Background: an optimization exercise with open tools, aiming at small area, a short achievable clock period and few clock cycles per item. Do not read the settings as production practice.
Function was checked by simulation only, so behaviour that the tests miss may differ from the original.
Power and IR drop assume default switching activity.

==> design.v <==
package instr_mem_pkg;
  typedef enum logic {
    CLEAR = 1'b0,
    RUN   = 1'b1
  } state_t;
  localparam int FAULT_W        = 2;
  localparam int FAULT_MISALIGN = 0;
  localparam int FAULT_RANGE    = 1;
endpackage
module instr_mem_array #(
  parameter int XLEN  = 32,
  parameter int DEPTH = 64
) (
  input  logic             i_clk,
  input  logic [DEPTH-1:0] i_we_row,
  input  logic [XLEN-1:0]  i_wdata,
  input  logic [DEPTH-1:0] i_rsel,
  output logic [XLEN-1:0]  o_rdata
);
  logic [XLEN-1:0] r_mem [DEPTH];
  always_ff @(posedge i_clk) begin
    for (int i = 0; i < DEPTH; i++) begin
      if (i_we_row[i]) begin
        r_mem[i] <= i_wdata;
      end
    end
  end
  always_comb begin
    o_rdata = '0;
    for (int i = 0; i < DEPTH; i++) begin
      o_rdata = o_rdata | (r_mem[i] & {XLEN{i_rsel[i]}});
    end
  end
endmodule
module instr_mem_ctrl #(
  parameter int XLEN   = 32,
  parameter int DEPTH  = 64,
  parameter int ADDR_W = 32,
  localparam int IDX_W = $clog2(DEPTH)
) (
  input  logic               i_clk,
  input  logic               i_rst,
  input  logic               i_clear,
  output logic               o_busy,
  input  logic               i_req_valid,
  output logic               o_req_ready,
  input  logic [ADDR_W-1:0]  i_req_addr,
  output logic               o_rsp_valid,
  input  logic               i_rsp_ready,
  output logic [XLEN-1:0]    o_rsp_instr,
  output logic [instr_mem_pkg::FAULT_W-1:0] o_rsp_fault,
  input  logic               i_wr_en,
  input  logic [ADDR_W-1:0]  i_wr_addr,
  input  logic [XLEN-1:0]    i_wr_data
);
  localparam int RSP_W = XLEN + instr_mem_pkg::FAULT_W;
  logic                 r_busy;
  logic                 r_busy_port;
  logic                 r_ready;
  logic [DEPTH-1:0]     r_we_row;
  logic [XLEN-1:0]      r_wdata;
  logic                 r_rd_valid;
  logic [DEPTH-1:0]     r_rsel;
  logic [instr_mem_pkg::FAULT_W-1:0] r_rd_fault;
  logic                 r_q0_valid;
  logic                 r_q0_valid_port;
  logic                 r_q1_valid;
  logic                 r_q2_valid;
  logic [RSP_W-1:0]     r_q0;
  logic [RSP_W-1:0]     r_q1;
  logic [RSP_W-1:0]     r_q2;
  logic                 w_req_misalign;
  logic                 w_req_range;
  logic                 w_wr_range;
  logic                 w_wr_go;
  logic                 w_clear_go;
  logic                 w_start;
  logic                 w_busy_next;
  logic                 w_req_fire;
  logic                 w_rd_valid_next;
  logic                 w_shift;
  logic                 w_q0_valid_next;
  logic                 w_q1_valid_next;
  logic                 w_q2_valid_next;
  logic                 w_unused;
  logic [XLEN-1:0]      w_rdata;
  logic [RSP_W-1:0]     w_rsp;
  assign w_req_misalign = |i_req_addr[1:0];
  assign w_req_range    = |i_req_addr[ADDR_W-1:IDX_W+2];
  assign w_wr_range     = |i_wr_addr[ADDR_W-1:IDX_W+2];
  assign w_unused       = ^i_wr_addr[1:0];
  assign w_clear_go  = !r_busy && i_clear;
  assign w_start     = i_rst || w_clear_go;
  assign w_busy_next = w_start || (r_busy && !r_we_row[DEPTH-1]);
  assign w_wr_go     = i_wr_en && !w_wr_range && !r_busy && !i_clear && !i_rst;
  always_ff @(posedge i_clk) begin
    r_busy      <= w_busy_next;
    r_busy_port <= w_busy_next;
    for (int i = 0; i < DEPTH; i++) begin
      r_we_row[i] <= (w_wr_go && (i_wr_addr[IDX_W+1:2] == IDX_W'(i)))
                   || ((i == 0) ? w_start : (r_busy && !i_rst && r_we_row[(i + DEPTH - 1) % DEPTH]));
    end
    r_wdata <= w_busy_next ? '0 : i_wr_data;
  end
  assign w_req_fire      = i_req_valid && r_ready;
  assign w_rd_valid_next = w_req_fire && !w_start;
  always_ff @(posedge i_clk) begin
    r_rd_valid <= w_rd_valid_next;
    r_rd_fault <= {w_req_range, w_req_misalign};
    for (int i = 0; i < DEPTH; i++) begin
      r_rsel[i] <= (i_req_addr[IDX_W+1:2] == IDX_W'(i)) && !w_req_misalign && !w_req_range;
    end
  end
  instr_mem_array #(
    .XLEN  (XLEN),
    .DEPTH (DEPTH)
  ) u_array (
    .i_clk    (i_clk),
    .i_we_row (r_we_row),
    .i_wdata  (r_wdata),
    .i_rsel   (r_rsel),
    .o_rdata  (w_rdata)
  );
  assign w_rsp = {r_rd_fault, w_rdata};
  assign w_shift = !r_q0_valid || i_rsp_ready;
  always_comb begin
    if (w_shift) begin
      w_q0_valid_next = r_q1_valid || r_rd_valid;
      w_q1_valid_next = r_q2_valid || (r_q1_valid && r_rd_valid);
      w_q2_valid_next = r_q2_valid && r_rd_valid;
    end else begin
      w_q0_valid_next = 1'b1;
      w_q1_valid_next = r_q1_valid || r_rd_valid;
      w_q2_valid_next = r_q2_valid || (r_q1_valid && r_rd_valid);
    end
    if (w_start) begin
      w_q0_valid_next = 1'b0;
      w_q1_valid_next = 1'b0;
      w_q2_valid_next = 1'b0;
    end
  end
  always_ff @(posedge i_clk) begin
    r_q0_valid      <= w_q0_valid_next;
    r_q0_valid_port <= w_q0_valid_next;
    r_q1_valid      <= w_q1_valid_next;
    r_q2_valid      <= w_q2_valid_next;
    r_ready <= !w_busy_next && !w_q2_valid_next && !(w_q1_valid_next && w_rd_valid_next);
    if (w_shift) begin
      r_q0 <= r_q1_valid ? r_q1 : w_rsp;
      r_q1 <= r_q2_valid ? r_q2 : w_rsp;
      r_q2 <= w_rsp;
    end else begin
      if (!r_q1_valid) r_q1 <= w_rsp;
      if (!r_q2_valid) r_q2 <= w_rsp;
    end
  end
  assign o_busy      = r_busy_port;
  assign o_req_ready = r_ready;
  assign o_rsp_valid = r_q0_valid_port;
  assign o_rsp_fault = r_q0[XLEN +: instr_mem_pkg::FAULT_W];
  assign o_rsp_instr = r_q0[XLEN-1:0];
endmodule
==> run.sh <==
#!/bin/bash
# synth_recipe.tcl (not shown) runs the flow's synth.tcl, then flattens the netlist and writes it again
# the make line also repeats each setting of config.mk as NAME=value (left out here)
make -C /OpenROAD-flow-scripts/flow DESIGN_CONFIG=/design/flow/config.mk WORK_HOME=/design/flow/orfs CLKGATE_MAP_FILE= SYNTH_SCRIPT=/design/flow/synth_recipe.tcl finish
==> config.mk <==
export PLATFORM = sky130hd
export DESIGN_NAME = instr_mem_ctrl
export DESIGN_NICKNAME = instr_mem_ctrl
export VERILOG_FILES = /design/flow/design.v
export SDC_FILE = /design/flow/constraint.sdc
export NUM_CORES = 4
export LEC_CHECK = 0
export CAP_MARGIN = 20
export CORE_MARGIN = 2
export CORE_UTILIZATION = 60
export CTS_CLUSTER_DIAMETER = 100
export CTS_CLUSTER_SIZE = 30
export SETUP_SLACK_MARGIN = 1.9
export SLEW_MARGIN = 20
export TNS_END_PERCENT = 100
==> constraint.sdc <==
create_clock -name core_clock -period 4.0 [get_ports {i_clk}]
set_input_delay 0.8000 -clock core_clock [delete_from_list [all_inputs] [get_ports {i_clk}]]
set_output_delay 0.8000 -clock core_clock [all_outputs]
set_load 0.01 [all_outputs]
==> impl_metrics.csv <==
group,metric,value,unit
critical_path,cp_slowest_cell,"nand4_1",
sta,fmax,365,MHz
critical_path,worstPathArrival,3.21,ns
detailed_routing,drt_wl_total,240000,µm
sta,period_minus_slack,2.74,ns
place,dp.cells,6063,
yosys,synth-async-reset-ratio,0,%
yosys,synth.distinct_cells,37,
yosys,netlist_top_cells_count,"2082 x edfxtp_1, 575 x a22o_1, 544 x a221oi_1",
grt,grtUsageTotal,34.4,%
floorplan,die_area,138000,µm²
pwr,vdd_ir_drop_max,353,µV
sta,fin_crit_sh,68.5,%
yosys,synth_top_area_share,77.0,%
detailed_routing,vias,45600,
layout,nets,4653,
yosys,synthCells,4202,
yosys,avgSynthCellArea,19.3,µm²
min_path,hold_path.class,"reg -> reg",
sta,finalHoldViolCount,0,
yosys,syn-cell-area,81100,µm²
floorplan,core,134000,µm²
sta,fin_tns_setup,0,ns
floorplan,die_y,372,µm
pwr,power.density,408,nW/µm²
place,numPortBuffers,136,
detailed_routing,drtPass1Iterations,6,
cts,worstSkewPairLatency,0.75,ns
yosys,synth_edf_count,2082,
grt,antenna_found_initial,15,
floorplan,die_w,372,µm
detailed_routing,first_iter_violations,6716,
cts,cts_buffers,87,
detailed_routing,post-route-drc-count,0,
grt,grt_pass1_vias,42400,
status,outcome,"timing/DRC/antenna clean",
critical_path,cp_top_family,"simple AND/OR/NAND/NOR gates",
cts,cts_sinks,2318,
pwr,cellLeakagePower,32.4,nW
floorplan,io-pin-count,139,
grt,grt-ovfl-total,0,
critical_path,required,4.47,ns
yosys,ys_seq_area_share,82.9,%
place,gp_congestion,0.871,
pwr,totalPowerFinal,37.4,mW
detailed_routing,wire_per_inst,37.7,µm
detailed_routing,viasPerCell,7.15,
yosys,synth_fp_nets,4304,
sta,setup_violations,0,
sta,slew_viol_final,0,
grt,grt_pass1_wl,327000,µm
cts,cts-root-buf,"clkbuf_16",
cts,clk_pin_slew,0.12,ns
critical_path,cp-end-kind,"register",
critical_path,timing.critical_path.buf_inv,3,
critical_path,crit_path_max_incr_delay,0.61,ns
cts,htreeDepth,3,
layout,syn_to_final_growth,13.1,%
sta,worstMarginPinSlew,1.22,ns
detailed_routing,ant_nets,0,
sta,relSlewSlack,18.7,%
place,dp_hpwl,135000,µm
critical_path,crit_type,"reg -> reg",
yosys,synth_area_leaders,"edfxtp_1 77%, a22o_1 6.2%, a221oi_1 5.9%",
critical_path,crit_fanout,7,
run,drv_cap,0,
sta,rsz0062_at_grt,"yes",
layout,finalNonFillerCells,6374,
sta,fin_skew,0.0297,ns
yosys,yosysWarnings,3,
grt,grt_start_max_net_pins,65,
critical_path,cp_common_cell,"buf_6",
yosys,yosysMostFrequentCell,"edfxtp_1",
layout,drive_above_1_share,19.7,%
yosys,ys.flop_type,"edfxtp_1",
layout,fin_util,68.6,%
yosys,yosys.area.top_type,"edfxtp_1",
floorplan,initial_core_util,60.6,%
cts,cts_tree,"built",
layout,n_fill_cell,8670,
critical_path,path_cells,"buf_12, buf_6, a22o_1, a221oi_2, nand4_1, nor4_4, buf_6, a21oi_1",
cts,cts.path.max_buffers,3,
yosys,synth_seq_cells,2318,
sta,holdWs,0.477,ns
cts,ctsHoldBuffers,0,
floorplan,num_rows,134,
critical_path,worst_setup_path_start_kind,"register",
==> timing repair <==
item	4_1_cts	5_1_grt
setup buffers	112	41
gates resized for setup	459	160
gates cloned	9	4
endpoints found under the setup margin	275	242
pin swaps	107	81
==> stage by stage <==
step	setup WS [ns]	cell area [µm²]
after CTS	1.37	90500
after detailed placement	0.739	85400
after global placement	0.756	85300
after global routing	1.20	91800
after floorplan	1.67	81200
final	1.26	91800
==> registers in the layout, indices dropped and copies added (netlist names) <==
name,count
u_array.r_mem,2048
r_rsel,64
r_we_row,64
r_q0,34
r_q1,34
r_q2,34
r_wdata,32
r_rd_fault,2
r_busy_port,1
r_q0_valid_port,1
r_q1_valid,1
r_q2_valid,1
r_rd_valid,1
r_ready,1
==> worst paths after layout <==
path	start	depth (start not counted)	endpoint	slack, ns
min	r_we_row[18]$_DFF_P_	1	r_we_row[19]$_DFF_P_	0.48
max	r_rsel[23]$_DFF_P_	8	r_q0[18]$_DFFE_PN_	1.26
max reg2reg	r_rsel[23]$_DFF_P_	8	r_q0[18]$_DFFE_PN_	1.26
min reg2reg	r_we_row[18]$_DFF_P_	1	r_we_row[19]$_DFF_P_	0.48
==> cells by family (layout without fill, tap and decap cells) <==
logic type	after synthesis	in the layout	synth area share, %
AOI/OAI and AO/OA	1195	1195	12.6
buffers and inverters	246	648	1.31
DFF	2318	2318	82.9
other	0	1	0
and+or+nand+nor	437	438	3.17
muxes	6	6	0.0802
==> power breakdown <==
group          switching, mW  total [mW]  internal, mW
clock network           7.01        11.3          4.24
registers             0.0270        26.0          26.0
logic                  0.104       0.204         0.100
==> cell usage in the layout (no fill, tap or decap), types with 3 or more instances in the layout <==
master           instances
and2_1                  34
a22o_1                 575
a21oi_1                 33
clkbuf_1                49
a21oi_2                 34
nor2_2                  15
o21ai_0                  3
nand3_1                  8
a221oi_1               378
nor2b_1                  6
nand2_1                 13
nor2_1                 125
a221oi_2               166
dlymetal6s2s_1           3
nor3_4                   3
dfxtp_2                 83
buf_2                   35
nor4_2                   5
dfxtp_4                 45
nor4_4                  32
edfxtp_1              2082
inv_6                    4
buf_12                  34
buf_6                   71
nor2b_2                  3
nor4_1                   8
buf_4                  233
nand4_1                130
dfxtp_1                108
nor3b_1                 32
clkdlybuf4s50_1         96
buf_8                   14
clkbuf_16               92
buf_16                  10
mux2_2                   4
==> cell type report <==
type | count | area, µm² | area share [%]
sequential | 2318 | 67500 | 73.6
clock inverter | 5 | 65.1 | 0.0709
tap | 1768 | 2210 | 2.41
clock buffer | 138 | 2410 | 2.63
antenna | 1 | 2.50 | 0.00273
inverter | 4 | 18.8 | 0.0205
timing repair buffer | 501 | 5030 | 5.48
multi-input combinational | 1639 | 14500 | 15.8
==> routing by layer <==
layer	track usage, %	wire [µm]
met4	9.97	7050
met1	49.4	94000
met3	7.03	25900
met2	54.2	113000
met5	0	112
Testbench counts, summed over its fixed seeds: cycles 24,016, items 24,000.

[re-timing with driven ports]
The results above use ideal ports. As a check the final layout listed here was re-extracted and re-timed, cells and wires unchanged. Step 1: set_driving_cell puts a clkbuf_16 on i_clk and a buf_2 on each other input, an assumption about the parent block. Step 2 adds t to the input delays and takes it off the output delays; t is the mean of the earliest and latest rising clock arrival at the registers after step 1. Input paths then give back, and output paths get back, about the clock's delay inside the block. a / b / c = no drivers / after step 1 / after step 2; a / b = the first two.
t (ns): 0.823
slack for setup (ns): 1.261 / 1.261 / 0.883
hold slack, ns: 0.477 / 0.477 / 0.477
latest minus earliest clock arrival (ns): 0.030 / 0.030
After both steps setup and hold are still met in this run. For this run, drivers alone change the setup slack by 0.000 ns; drivers and shift together by -0.378 ns.
